Source: an optimization exercise on an open RTL-to-GDS flow (aim: small area and a short achievable clock period). Production flows keep margins and buffers that such runs may drop. Only simulation tests tie the RTL to the original design; equivalence was not proved. No driver is modelled on the clock port, so clocking that relies on it looks cheaper here than on a real chip. Power is estimated from default activity; no workload was simulated.

==> flow/design.v, too long to show whole: its modules and the start of the top module <==
// module neuron_mac: 730 lines
// module nm_fa: 4 lines
// module nm_x2: 3 lines
// module nm_ha: 4 lines
// module nm_add1: 3 lines
// module nm_add8c: 45 lines
module neuron_mac #(
    parameter int BITS       = 32,
    parameter int NUM_INPUTS = 3,
    parameter int W_BITS     = 16,
    parameter int B_BITS     = 32
) (
    input  logic                     clk,
    input  logic                     rst,
    input  logic                     start,
    input  logic                     in_valid,
    output logic                     in_ready,
    input  logic signed [BITS-1:0]   x_in,
    input  logic                     w_we,
    input  logic [7:0]               w_addr,
    input  logic signed [W_BITS-1:0] w_data,
    input  logic                     bias_we,
    input  logic signed [B_BITS-1:0] bias_data,
    output logic [BITS+24:0]         mult_sum_out,
    output logic [31:0]              counter,
    output logic                     out_valid
);
  // ...
==> flow/flow/run.sh <==
#!/bin/bash
# Own flow: the standard layout (standard.sh, with the standard synthesis unchanged), with
#  - every port still buffered by buffer_ports, with a plain buffer cell instead of the delay
#    buffer it picks by default;
#  - after CTS, flow/skew.tcl (POST_CTS_TCL hook) clocks the multiplier's launch registers from
#    buffers on the clock root, so their clock arrives earlier (skew for internal paths only).
# make's full output goes to make_finish.log; each ORFS step logs to orfs/logs/.
set -euo pipefail
MARGIN=7
TNS=10
BUFCELL=sky130_fd_sc_hd__buf_1
bash standard.sh SETUP_SLACK_MARGIN=$MARGIN TNS_END_PERCENT=$TNS \
  "BUFFER_PORTS_ARGS=-buffer_cell $BUFCELL" "POST_CTS_TCL=$PWD/flow/skew.tcl" \
  finish > make_finish.log 2>&1
==> flow/flow/skew.tcl <==
# POST_CTS hook: clock the registers that launch the multiplier stage (x_q and the Booth digit
# registers neg_q/one_q/two_q) from new clock buffers driven by the clock root buffer instead
# of the leaf buffers. Their clock then arrives earlier than the other registers' clocks.
# They launch only into the multiplier tree (internal register-to-register paths), so this
# skew helps those paths; the input paths into them lose the same amount.
set block [ord::get_db_block]
set db [ord::get_db]
set root [$block findInst clkbuf_0_clk]
if { $root == "NULL" } { error "skew.tcl: no clock root buffer clkbuf_0_clk" }
set rnet [[$root findITerm X] getNet]
set master [$db findMaster sky130_fd_sc_hd__clkbuf_16]
set sinks {}
foreach inst [$block getInsts] {
  if { [regexp {^(x_q|neg_q|one_q|two_q)\\?\[} [$inst getName]] || [regexp {^act_q} [$inst getName]] } {
    lappend sinks $inst
  }
}
puts "skew.tcl: [llength $sinks] early-clocked registers"
# split the sinks into four groups by quadrant (median x, then median y), one buffer each
proc median { vals } {
  set s [lsort -integer $vals]
  return [lindex $s [expr {[llength $s] / 2}]]
}
set xs {}
foreach s $sinks { lappend xs [lindex [$s getLocation] 0] }
set mx [median $xs]
set halves [list {} {}]
foreach s $sinks {
  set h [expr {[lindex [$s getLocation] 0] < $mx ? 0 : 1}]
  lset halves $h [concat [lindex $halves $h] [list $s]]
}
set groups {}
foreach half $halves {
  if { [llength $half] == 0 } { continue }
  set ys {}
  foreach s $half { lappend ys [lindex [$s getLocation] 1] }
  set my [median $ys]
  set lo {}; set hi {}
  foreach s $half {
    if { [lindex [$s getLocation] 1] < $my } { lappend lo $s } else { lappend hi $s }
  }
  lappend groups $lo $hi
}
set k 0
foreach grp $groups {
  if { [llength $grp] == 0 } { continue }
  set sx 0; set sy 0
  foreach s $grp { set loc [$s getLocation]; incr sx [lindex $loc 0]; incr sy [lindex $loc 1] }
  set cx [expr {$sx / [llength $grp]}]; set cy [expr {$sy / [llength $grp]}]
  set buf [odb::dbInst_create $block $master "clkbuf_early_$k"]
  set net [odb::dbNet_create $block "clk_early_$k"]
  $net setSigType CLOCK
  [$buf findITerm A] connect $rnet
  [$buf findITerm X] connect $net
  $buf setLocation $cx $cy
  $buf setPlacementStatus PLACED
  foreach s $grp {
    set it [$s findITerm CLK]
    $it disconnect
    $it connect $net
  }
  incr k
}
set_placement_padding -global -left $::env(CELL_PAD_IN_SITES_DETAIL_PLACEMENT) -right $::env(CELL_PAD_IN_SITES_DETAIL_PLACEMENT)
detailed_placement
check_placement -verbose
estimate_parasitics -placement
report_clock_skew
report_worst_slack -max
==> flow/standard.sh <==
#!/bin/bash
# synth_recipe.tcl (not shown) runs the flow's synth.tcl, then flattens the netlist and writes it again
# the make line also repeats each setting of config.mk as NAME=value (left out here)
make -C /OpenROAD-flow-scripts/flow DESIGN_CONFIG=/design/flow/config.mk WORK_HOME=/design/flow/orfs CLKGATE_MAP_FILE= SYNTH_SCRIPT=/design/flow/synth_recipe.tcl "${@:-finish}"
==> flow/config.mk <==
export PLATFORM = sky130hd
export DESIGN_NAME = neuron_mac
export DESIGN_NICKNAME = neuron_mac
export VERILOG_FILES = /design/flow/design.v
export SDC_FILE = /design/flow/constraint.sdc
export NUM_CORES = 4
export LEC_CHECK = 0
export CAP_MARGIN = 20
export CORE_MARGIN = 2
export CORE_UTILIZATION = 45
export SLEW_MARGIN = 20
export SYNTH_HIERARCHICAL = 1
==> flow/constraint.sdc <==
create_clock -name core_clock -period 11.0 [get_ports {clk}]
set_input_delay 2.2000 -clock core_clock [delete_from_list [all_inputs] [get_ports {clk}]]
set_output_delay 2.2000 -clock core_clock [all_outputs]
set_load 0.01 [all_outputs]
==> results_dict.tcl, run 1 <==
set metrics [dict create \
    crit_family "compound AO/OA/AOI/OAI gates" \
    layout.non_clock_inverters 46 \
    place_ws_ns 5.69 \
    cts.reportedPaths.clkPinSlew_ns 0.06 \
    syn_avg_cell_area_um2 11.3 \
    grt_busiest_layer "met2" \
    fin_crit_sh 0.423 \
    avgViaCountPerCell 5.73 \
    finalSetupViolCount 0 \
    cp_max_fo 3 \
    yosys_warnings 7 \
    antenna_cells 1 \
    wl_per_cell_um 22.0 \
    critPathLaunchType "register" \
    hold-path-endpoint "acc_s[32]$_DFF_P_" \
    antenna_found_initial 0 \
    wl_met1_mm 24.5 \
    grtUsageTotal 0.233 \
    finClkSkew_ns 0.314 \
    gp_congestion 0.825 \
    drv_slew 0 \
    worst_path_max_delay_cell "dfrtp_1" \
    fmax_mhz 215 \
    insertion_delay_ns 0.65 \
    endpoint "mult_sum_out[36]" \
    worstSetupEndpointType "primary output" \
    post-route-min-period_ns 4.65 \
    timing.rr.end "sum_q[31]$_DFFE_PP0N_" \
    worst_slew_pin_slew_ns 0.968 \
    worst_hold_path.num_cells 1 \
    power.density_mw_per_mm2 181 \
    power_leader "combinational logic" \
    clock_sinks 257 \
    reg.largest.list "acc_s x49, sum_q x49" \
    status "complete, no violations" \
    met2_usage 0.374 \
    seqCellArea_mm2 0.00592 \
    cap_violations 0 \
    nFillCells 4228 \
]
==> run 2: changes to the inputs <==
--- a/flow/flow/run.sh
+++ b/flow/flow/run.sh
@@ -7,7 +7,7 @@
 # make's full output goes to make_finish.log; each ORFS step logs to orfs/logs/.
 set -euo pipefail
 MARGIN=7
-TNS=10
+TNS=100
 BUFCELL=sky130_fd_sc_hd__buf_1
 bash standard.sh SETUP_SLACK_MARGIN=$MARGIN TNS_END_PERCENT=$TNS \
   "BUFFER_PORTS_ARGS=-buffer_cell $BUFCELL" "POST_CTS_TCL=$PWD/flow/skew.tcl" \
--- a/flow/config.mk
+++ b/flow/config.mk
@@ -8,5 +8,7 @@
 export CAP_MARGIN = 20
 export CORE_MARGIN = 2
 export CORE_UTILIZATION = 45
+export CTS_CLUSTER_DIAMETER = 120
+export CTS_CLUSTER_SIZE = 40
 export SLEW_MARGIN = 20
 export SYNTH_HIERARCHICAL = 1
==> results_dict.tcl, run 2 <==
set metrics [dict create \
    whs_ns 0.483 \
    crit_chain "a21o_4 > a21oi_4 > buf_12 > o21a_4 > inv_4 > a21o_4 > xor2_4 > buf_2" \
    met3_usage 0.0445 \
    routed_wl_mm 60.4 \
    overflow 0 \
    met2_usage 0.395 \
    cts_tree "done" \
    core_area_mm2 0.0475 \
    worst_slew_pin_slew_ns 1.16 \
    drv_slew 0 \
    syn_area_mm2 0.0216 \
    path_buf_inv 3 \
    finalSetupViolCount 0 \
    antenna_found_initial 0 \
    rsz0062_at_grt "yes" \
    die_h_um 223 \
    clock_sinks 257 \
    dp_cells 2515 \
    final_cells 2625 \
    drc 0 \
    status "complete, no violations" \
    final_common_cell "xnor2_1" \
    port_buffers 154 \
    hold_viol_final 0 \
    drtAntennaViolNets 0 \
    worstSetupEndpointType "primary output" \
    finClkSkew_ns 0.253 \
    cp_max_fo 5 \
    cap_violations 0 \
    power.density_mw_per_mm2 170 \
    hpwl_mm 38.4 \
    start_util 0.454 \
    grt_busiest_layer "met2" \
    path_class "reg -> out" \
    fin_crit_sh 0.417 \
    min_path_type "reg -> reg" \
    vias 15300 \
    reg.largest.list "acc_s x49, sum_q x49" \
    grt_pass1_wl_mm 93.5 \
    avgViaCountPerCell 5.82 \
    wl_per_cell_um 23.0 \
    synth_cells 1919 \
    cts.reportedPaths.clkPinSlew_ns 0.12 \
    drive_above_1_share 0.290 \
    slowest_delay_ns 0.41 \
    syn_avg_cell_area_um2 11.3 \
    die_area_mm2 0.0498 \
    tns_ns 0 \
    vdd_ir_drop_max_mv 0.210 \
    final_area_mm2 0.0254 \
    layout.nets 2424 \
    post-route-min-period_ns 4.59 \
    dpl-instance-area_mm2 0.0224 \
    area_delta_synth_final_pct 17.5 \
    worstPathArrival_ns 2.39 \
    gp_congestion 0.823 \
    die_x_um 223 \
    required_ns 8.80 \
    crit_family "compound AO/OA/AOI/OAI gates" \
    power.total_mw 4.30 \
    fmax_mhz 218 \
    yosys_warnings 7 \
    p_leak_nw 11.0 \
    ios 185 \
    worst_path_max_delay_cell "dfrtp_1" \
    critPathLaunchType "register" \
    use_met1 0.321 \
    path_common_cell "a21o_4" \
    num_rows 80 \
    dr.pass1.iters 7 \
    insertion_delay_ns 0.60 \
    drt-initial-drc-count 1165 \
    layout_common_cells "252 x xnor2_1, 232 x a22oi_1, 203 x fa_1" \
    relSlewSlack 0.226 \
    grtUsageTotal 0.241 \
    grt_pass1_vias 16000 \
    grt_max_degree 66 \
]
==> run 2: path summary, 6_finish.rpt <==
path                                       startpoint                     to  slack, ns  cells after the start
worst max-delay path            sum_ao[1]$_DFFE_PP0N_       mult_sum_out[56]       6.41                      8
worst min-delay path            bias_q[8]$_DFFE_PP0P_       acc_s[8]$_DFF_P_       0.48                      1
worst max register to register       one_q[0]$_DFF_P_      acc_s[29]$_DFF_P_       6.60                     16
worst min register to register  bias_q[8]$_DFFE_PP0P_       acc_s[8]$_DFF_P_       0.48                      1
max in group asynchronous                         rst  sum_q[19]$_DFFE_PP0N_       8.13                      3
min in group asynchronous                         rst    w2_q[4]$_DFFE_PP0P_       1.62                      2
==> run 2: layout make-up, clock buffers not listed <==
class	instances	area [um2]
Clock inverter	6	118
Antenna cell	1	2.50
Multi-Input combinational cell	1418	15800
Inverter	46	194
Sequential cell	257	5990
Timing Repair Buffer	264	2060
Fill cell	4082	22200
Buffer	4	100
Tap cell	615	769
==> run 2: per-stage QoR <==
stage / util / setup slack, ns
detailed placement: 0.471 / 5.74
floorplan: - / 6.56
finish: 0.534 / 6.41
global placement: 0.471 / 5.84
global route: 0.534 / 6.33
==> run 2: metal layers <==
layer | part of all wire | up-vias
met3 | 0.070 | 144
li1 | - | 6655
met4 | 0.036 | 0
met2 | 0.48 | 670
met1 | 0.42 | 7803
met5 | 0 | -
==> run 2: where the power goes <==
group | internal (mW) | switching (mW)
clock network | 0.324 | 0.396
logic | 1.08 | 1.04
registers | 1.21 | 0.262
total | 2.61 | 1.69
==> run 2: worst reg2reg max path, cell delays in order, from the launching register on <==
cell,delay [ns]
dfxtp_4,0.37
buf_12,0.15
buf_6,0.12
a22oi_2,0.22
xnor2_2,0.15
fa_2,0.47
fa_1,0.46
fa_2,0.35
fa_1,0.45
fa_1,0.53
ha_4,0.22
a21oi_4,0.15
o21a_4,0.18
inv_4,0.04
a21o_2,0.21
xor2_1,0.17
mux2_2,0.27
==> run 3: changes to the inputs <==
--- a/flow/flow/run.sh
+++ b/flow/flow/run.sh
@@ -7,7 +7,7 @@
 # make's full output goes to make_finish.log; each ORFS step logs to orfs/logs/.
 set -euo pipefail
 MARGIN=7
-TNS=100
+TNS=10
 BUFCELL=sky130_fd_sc_hd__buf_1
 bash standard.sh SETUP_SLACK_MARGIN=$MARGIN TNS_END_PERCENT=$TNS \
   "BUFFER_PORTS_ARGS=-buffer_cell $BUFCELL" "POST_CTS_TCL=$PWD/flow/skew.tcl" \
--- a/flow/config.mk
+++ b/flow/config.mk
@@ -7,8 +7,6 @@
 export LEC_CHECK = 0
 export CAP_MARGIN = 20
 export CORE_MARGIN = 2
-export CORE_UTILIZATION = 45
-export CTS_CLUSTER_DIAMETER = 120
-export CTS_CLUSTER_SIZE = 40
+export CORE_UTILIZATION = 55
 export SLEW_MARGIN = 20
 export SYNTH_HIERARCHICAL = 1
==> results_dict.tcl, run 3 <==
set metrics [dict create \
    cap_violations 0 \
    syn_area_mm2 0.0216 \
    routed_wl_mm 56.6 \
    grt_pass1_wl_mm 90.7 \
    min_path_type "reg -> reg" \
    insertion_delay_ns 0.66 \
    p_leak_nw 10.5 \
    grtUsageTotal 0.286 \
    start_util 0.558 \
    clock_sinks 257 \
    die_area_mm2 0.0409 \
    overflow 0 \
    fmax_mhz 211 \
    fin_crit_sh 0.432 \
    nFillCells 3239 \
    worst_slew_pin_slew_ns 1.01 \
    grt_max_degree 77 \
    power.total_mw 4.29 \
    hpwl_mm 37.4 \
    port_buffers 154 \
    core_area_mm2 0.0387 \
    drtAntennaViolNets 0 \
    cts_tree "done" \
    num_rows 72 \
    power.density_mw_per_mm2 182 \
    critPathLaunchType "register" \
    required_ns 8.80 \
    die_h_um 202 \
    grt_pass1_vias 15700 \
    yosys_warnings 7 \
    gp_congestion 0.815 \
    tns_ns 0 \
    drt-initial-drc-count 1198 \
    ios 185 \
    syn_avg_cell_area_um2 11.3 \
    worstSetupEndpointType "primary output" \
    post-route-min-period_ns 4.75 \
    area_delta_synth_final_pct 9.17 \
    rsz0062_at_grt "yes" \
    vdd_ir_drop_max_mv 0.244 \
    avgViaCountPerCell 5.94 \
    finalSetupViolCount 0 \
    dr.pass1.iters 6 \
    reg.largest.list "acc_s x49, sum_q x49" \
    final_common_cell "xnor2_1" \
    cp_max_fo 7 \
    synth_cells 1919 \
    finClkSkew_ns 0.321 \
    hold_viol_final 0 \
    slowest_delay_ns 0.39 \
    layout.nets 2365 \
    die_x_um 202 \
    status "complete, no violations" \
    relSlewSlack 0.329 \
    worstPathArrival_ns 2.55 \
    layout_common_cells "257 x xnor2_1, 246 x a22oi_1, 227 x fa_1" \
    path_common_cell "a21o_4" \
    antenna_found_initial 1 \
    cts.reportedPaths.clkPinSlew_ns 0.06 \
    vias 14800 \
    drive_above_1_share 0.185 \
    path_class "reg -> out" \
    drv_slew 0 \
    worst_path_max_delay_cell "dfrtp_1" \
    wl_per_cell_um 22.8 \
    crit_chain "a21o_4 > a21oi_4 > buf_12 > o21a_2 > inv_1 > a21o_4 > xor2_4 > buf_1" \
    drc 0 \
]
run 3: layout make-up, clock buffers not listed:
type | count | area, um2 | share of cell area
Sequential cell | 257 | 5930 | 0.251
Tap cell | 518 | 648 | 0.0275
Antenna cell | 1 | 2.50 | 0.000106
Clock inverter | 9 | 87.6 | 0.00371
Multi-Input combinational cell | 1418 | 14800 | 0.627
Timing Repair Buffer | 188 | 952 | 0.0404
Inverter | 46 | 180 | 0.00764
Buffer | 4 | 100 | 0.00424
run 3: critical path, delay by kind of cell (launching register included):
family	cells	cell delay, ns
compound gates	4	0.91
buf+inv	3	0.43
flops	1	0.39
xor+xnor	1	0.18
run 3: stage by stage:
stage | hold slack (ns) | cells | cell area [um2] | utilization | setup slack, ns
detailed placement | 0.487 | 2416 | 22100 | 0.571 | 5.74
floorplan | 0.437 | 1948 | 21800 | - | 6.56
finish | 0.490 | 2486 | 23600 | 0.609 | 6.25
global placement | 0.478 | 2416 | 22100 | 0.571 | 5.75
global route | 0.518 | 2485 | 23600 | 0.609 | 6.11
run 3: per-layer routing:
layer / global-route usage / vias up / share of wire
li1: - / 6564 / -
met1: 0.408 / 7494 / 0.45
met2: 0.437 / 618 / 0.45
met3: 0.0589 / 100 / 0.077
met4: 0.0954 / 0 / 0.029
met5: 0 / - / 0
run 3: path summary, 6_finish.rpt:
path	start	end	slack [ns]	cells after the start
max	sum_cb[0]$_DFFE_PP0N_	mult_sum_out[54]	6.25	8
min	bias_q[18]$_DFFE_PP0P_	acc_s[18]$_DFF_P_	0.49	1
max reg2reg	x_q[21]$_DFF_P_	sum_q[30]$_DFFE_PP0N_	6.48	14
min reg2reg	bias_q[18]$_DFFE_PP0P_	acc_s[18]$_DFF_P_	0.49	1
max in group asynchronous	rst	sum_q[40]$_DFFE_PP0N_	8.34	3
min in group asynchronous	rst	bias_q[0]$_DFFE_PP0P_	1.45	2
run 3: power breakdown:
| part | internal [mW] | switching, mW | leakage, nW | total [mW] |
|---|---|---|---|---|
| logic | 0.817 | 0.903 | 7.14 | 1.72 |
| clock network | 0.653 | 0.456 | 0.544 | 1.11 |
| registers | 1.21 | 0.251 | 2.79 | 1.46 |
==> run 4: changes to the inputs <==
--- a/flow/config.mk
+++ b/flow/config.mk
@@ -7,6 +7,8 @@
 export LEC_CHECK = 0
 export CAP_MARGIN = 20
 export CORE_MARGIN = 2
-export CORE_UTILIZATION = 55
+export CORE_UTILIZATION = 45
+export CTS_CLUSTER_DIAMETER = 100
+export CTS_CLUSTER_SIZE = 30
 export SLEW_MARGIN = 20
 export SYNTH_HIERARCHICAL = 1
==> results_dict.tcl, run 4 <==
set metrics [dict create \
    fmax_mhz 218 \
    die_h_um 223 \
    vdd_ir_drop_max_mv 0.148 \
    ios 185 \
    dp_cells 2515 \
    yosys_warnings 7 \
    wl_per_cell_um 22.0 \
    grt_pass1_wl_mm 90.0 \
    grtUsageTotal 0.231 \
    drv_slew 0 \
    routed_wl_mm 56.4 \
    cp_max_fo 3 \
    area_delta_synth_final_pct 7.60 \
    drive_above_1_share 0.183 \
    layout_common_cells "257 x xnor2_1, 246 x a22oi_1, 227 x fa_1" \
    hold_viol_final 0 \
    port_buffers 154 \
    power.density_mw_per_mm2 166 \
    top_layer "met4" \
    r2r_slack_ns 6.53 \
    final_area_mm2 0.0232 \
    fin_crit_sh 0.418 \
    drc 0 \
    p_leak_nw 10.2 \
    worst_slew_pin_slew_ns 0.958 \
    dr.pass1.iters 6 \
    reg.largest.list "acc_s x49, sum_q x49" \
    min_path_type "reg -> reg" \
    syn_area_mm2 0.0216 \
    core_area_mm2 0.0475 \
    tns_ns 0 \
    critPathLaunchType "register" \
    clock_sinks 257 \
    gp_congestion 0.825 \
    grt_max_degree 63 \
    post-route-min-period_ns 4.60 \
    wl_met2_mm 26.5 \
    drtAntennaViolNets 0 \
    grt_pass1_vias 15800 \
    drt-initial-drc-count 1067 \
    start_util 0.454 \
    vias 14700 \
    wl_met1_mm 24.1 \
    place_ws_ns 5.69 \
    worstPathArrival_ns 2.40 \
    synth_cells 1919 \
    finClkSkew_ns 0.255 \
    finalSetupViolCount 0 \
    worstSetupEndpointType "primary output" \
    cts.reportedPaths.clkPinSlew_ns 0.10 \
    antenna_found_initial 0 \
    cts_tree "done" \
    die_x_um 223 \
    syn_avg_cell_area_um2 11.3 \
    num_rows 80 \
    nFillCells 4269 \
    whs_ns 0.490 \
    dpl-instance-area_mm2 0.0223 \
    hpwl_mm 38.0 \
    layout.nets 2356 \
    avgViaCountPerCell 5.74 \
    relSlewSlack 0.361 \
    final_common_cell "xnor2_1" \
    insertion_delay_ns 0.60 \
    dr_wl_met3_mm 3.88 \
    overflow 0 \
    path_class "reg -> out" \
    cap_violations 0 \
    final_cells 2559 \
    final.setup.worst_slack_ns 6.40 \
    rsz0062_at_grt "yes" \
    required_ns 8.80 \
    die_area_mm2 0.0498 \
    status "complete, no violations" \
]
==> run 4: worst max-delay path, stage by stage (launching register included) <==
cell and delay (ns):
dfrtp_1 0.41, a21o_4 0.23, a21oi_4 0.14, buf_12 0.15, clkinvlp_4 0.12, buf_6 0.15
and3_4 0.18, and2_4 0.15, xor2_1 0.15, buf_2 0.14
==> run 4: cell type report, clock buffers not listed <==
class / instances / area, um2 / area share
multi-input combinational: 1418 / 14800 / 0.637
sequential: 257 / 5930 / 0.255
timing repair buffer: 195 / 1040 / 0.0448
tap: 615 / 769 / 0.0331
inverter: 46 / 183 / 0.00786
buffer: 4 / 100 / 0.00431
clock inverter: 5 / 47.5 / 0.00205
antenna: 2 / 5.00 / 0.000215
==> run 4: through the flow <==
stage               power, mW  utilization
detailed placement       3.17        0.468
global route             4.16        0.489
finish                   3.85        0.489
global placement         3.14        0.468
floorplan                2.76            -
==> run 4: final timing paths <==
check / end / start / depth (start not counted)
worst min-delay path: acc_s[32]$_DFF_P_ / bias_q[31]$_DFFE_PP0P_ / 1
worst max-delay path: mult_sum_out[27] / sum_cb[0]$_DFFE_PP0N_ / 9
worst min register to register: acc_s[32]$_DFF_P_ / bias_q[31]$_DFFE_PP0P_ / 1
max in group asynchronous: bias_q[25]$_DFFE_PP0P_ / rst / 3
worst max register to register: sum_q[21]$_DFFE_PP0N_ / x_q[16]$_DFF_P_ / 14
min in group asynchronous: w0_q[1]$_DFFE_PP0P_ / rst / 2
==> run 4: report_power, final <==
group          internal [mW]  switching [mW]  total [mW]  leakage [nW]
clock                  0.299           0.371       0.670         0.241
combinational          0.826           0.897        1.72          7.22
sequential              1.21           0.250        1.46          2.79
==> run 4: metal layers <==
metal,global-route usage,vias to the layer above
met5,0,-
met4,0.0901,0
met3,0.0462,104
met2,0.371,551
met1,0.309,7505
li1,-,6528

## static timing again, ports no longer ideal
How much do the figures lean on ideal ports? The routed layouts below were timed once more, with nothing changed but the port constraints.
Step 1: set_driving_cell puts a clkbuf_16 on clk and a buf_2 on each other input, an assumption about the parent block.
Step 2, shift: input delay + t, output delay - t, t = (earliest + latest rising clock arrival at the registers) / 2. This alone moves slack from input paths to output paths.
a / b / c = ideal / step 1 / step 2; a / b = the first two.
run	t, ns	setup slack, ns	worst hold slack (ns)	clock arrival spread, ns
run 1	0.550	6.348 / 6.291 / 6.545	0.482 / 0.482 / 0.482	0.314 / 0.314
run 2	0.530	6.408 / 6.349 / 6.600	0.483 / 0.483 / 0.483	0.253 / 0.253
run 3	0.562	6.253 / 6.195 / 6.481	0.490 / 0.490 / 0.490	0.322 / 0.322
run 4	0.526	6.404 / 6.347 / 6.526	0.490 / 0.490 / 0.490	0.255 / 0.255
Clock arrivals are far apart in run 1 and run 3, so t is only a midpoint there and step 2 fits no single register.
